From an optimization exercise on the open Yosys and OpenROAD flow, aimed at small area; shortcuts taken in it are not production practice.
Function was checked by simulation only, so behaviour that the tests miss may differ from the original.
Power is estimated from default activity; no workload was simulated. The flow treats the clock pin as an ideal source, which a real chip does not have.

// hog_block_gen
module hog_block_gen #(
  parameter int FEA_I     = 4,
  parameter int FEA_F     = 28,
  parameter int CELL_COLS = 8,
  parameter int CELL_ROWS = 16,
  parameter int BID_W     = 13
) (
  input  logic                         clk,
  input  logic                         rst,
  input  logic [9*(FEA_I+FEA_F)-1:0]   i_cell,
  input  logic                         i_valid,
  input  logic                         i_sof,
  output logic [9*(FEA_I+FEA_F)-1:0]   fea_a,
  output logic [9*(FEA_I+FEA_F)-1:0]   fea_b,
  output logic [9*(FEA_I+FEA_F)-1:0]   fea_c,
  output logic [9*(FEA_I+FEA_F)-1:0]   fea_d,
  output logic                         o_valid,
  output logic                         o_eof
);
Settings: LEC_CHECK=0, CAP_MARGIN=20, CORE_MARGIN=2, CORE_UTILIZATION=40, SLEW_MARGIN=20; clock period 5.0 ns.
standard.sh (not shown) runs the stock make flow with config.mk's settings and CLKGATE_MAP_FILE= SYNTH_SCRIPT=/design/flow/synth_recipe.tcl, a recipe that flattens the netlist after the stock synthesis.
==> flow/flow/run.sh <==
#!/bin/bash
# Own layout flow: the standard synthesis and layout, with two changes to how
# the layout is made: the port buffers are the smallest buffer (buf_1), and clock
# tree synthesis uses larger sink clusters and inserts no dummy loads.
# Each step's full output goes to a log file in the work folder.
set -euo pipefail
PORT_BUF="BUFFER_PORTS_ARGS=-buffer_cell sky130_fd_sc_hd__buf_1"
CTS="CTS_ARGS=-sink_clustering_enable -repair_clock_nets -dont_use_dummy_load -buf_list {sky130_fd_sc_hd__clkbuf_16} -sink_clustering_size 30 -sink_clustering_max_diameter 120"
bash standard.sh synth > synth.log 2>&1
bash standard.sh "$PORT_BUF" "$CTS" finish > layout.log 2>&1
Rerun with:
Settings changed: PLACE_DENSITY set to 0.75.
=>
- The changed run completed with no timing, DRC or antenna violations
- flip-flop and latch count stays the same
- critical path depth does not change
- wire length shrinks by a few percent
- core utilization stays flat
- synthesized cell count is unchanged
- clock power hardly moves
- clock-buffer cell count came out higher by 2
- global-route usage goes down by 0.52 points
- non-clock buffer count came out lower by 15
- area after synthesis is unchanged
Rerun with:
==> flow/flow/run.sh (replaced) <==
#!/bin/bash
# Own layout flow: the standard synthesis and layout, with two changes to how
# the layout is made: the port buffers are the smallest buffer (buf_1), and clock
# tree synthesis uses small clock buffers and inserts no dummy loads.
# Each step's full output goes to a log file in the work folder.
set -euo pipefail
PORT_BUF="BUFFER_PORTS_ARGS=-buffer_cell sky130_fd_sc_hd__buf_1"
CTS="CTS_ARGS=-sink_clustering_enable -repair_clock_nets -dont_use_dummy_load -buf_list {sky130_fd_sc_hd__clkbuf_4}"
bash standard.sh synth > synth.log 2>&1
bash standard.sh "$PORT_BUF" "$CTS" finish > layout.log 2>&1
Settings changed: PLACE_DENSITY 0.75 to not set.
The changed run finished clean.
Cell area is higher by 6.2%.
Combinational power rose by about 2%.
Setup slack loses 0.52 ns.
Utilization went up by 2.6 points.
Non-clock buffer count came out higher by 307.
Synthesized cell count does not change.
Fmax came out lower by 16%.
Rerun with:
==> flow/flow/run.sh (replaced) <==
#!/bin/bash
# Own layout flow: the standard synthesis and layout, with two changes to how
# the layout is made: the port buffers are the smallest buffer (buf_1), and clock
# tree synthesis uses larger sink clusters and inserts no dummy loads.
# Each step's full output goes to a log file in the work folder.
set -euo pipefail
PORT_BUF="BUFFER_PORTS_ARGS=-buffer_cell sky130_fd_sc_hd__buf_1"
CTS="CTS_ARGS=-sink_clustering_enable -repair_clock_nets -dont_use_dummy_load -buf_list {sky130_fd_sc_hd__clkbuf_16} -sink_clustering_size 30 -sink_clustering_max_diameter 120"
bash standard.sh synth > synth.log 2>&1
bash standard.sh "$PORT_BUF" "$CTS" finish > layout.log 2>&1
Settings changed: CAP_MARGIN 20 to 0, PLACE_DENSITY set to 0.85, SLEW_MARGIN 20 to 0.
The changed run passed the timing, DRC and antenna checks.
Cell count is lower by a little under a tenth.
Routed wire length is lower by a few percent.
Global-route usage is lower by 1.6 points.
Final area is lower by a few percent.
Maximum frequency is higher by about a fifth.

## port drivers added, routing unchanged
How much do the figures lean on ideal ports? The routed layouts below were timed once more, with nothing changed but the port constraints.
Step 1, drivers: a clkbuf_16 drives clk and a buf_2 each remaining input, both assumed.
Step 2 also shifts input and output timing later by t, the mid clock arrival at the registers, as if the neighbouring blocks saw the same clock.
Three values: no drivers, after step 1, after step 2; two values: the first two.
run	t, ns	setup WS [ns]	worst register clock-pin slew, ns
the first run	0.831	2.169 / 2.081 / 2.104	0.12 / 0.12
the second run	0.829	2.176 / 2.085 / 2.356	0.12 / 0.12
the third run	1.371	1.657 / 1.574 / 1.569	0.07 / 0.07
the fourth run	0.820	2.166 / 2.078 / 2.189	0.12 / 0.12
After both steps setup and hold are still met in every run listed. The setup slack of the third run, which loses most, moves by -0.083 ns with the drivers and by -0.088 ns with both steps.
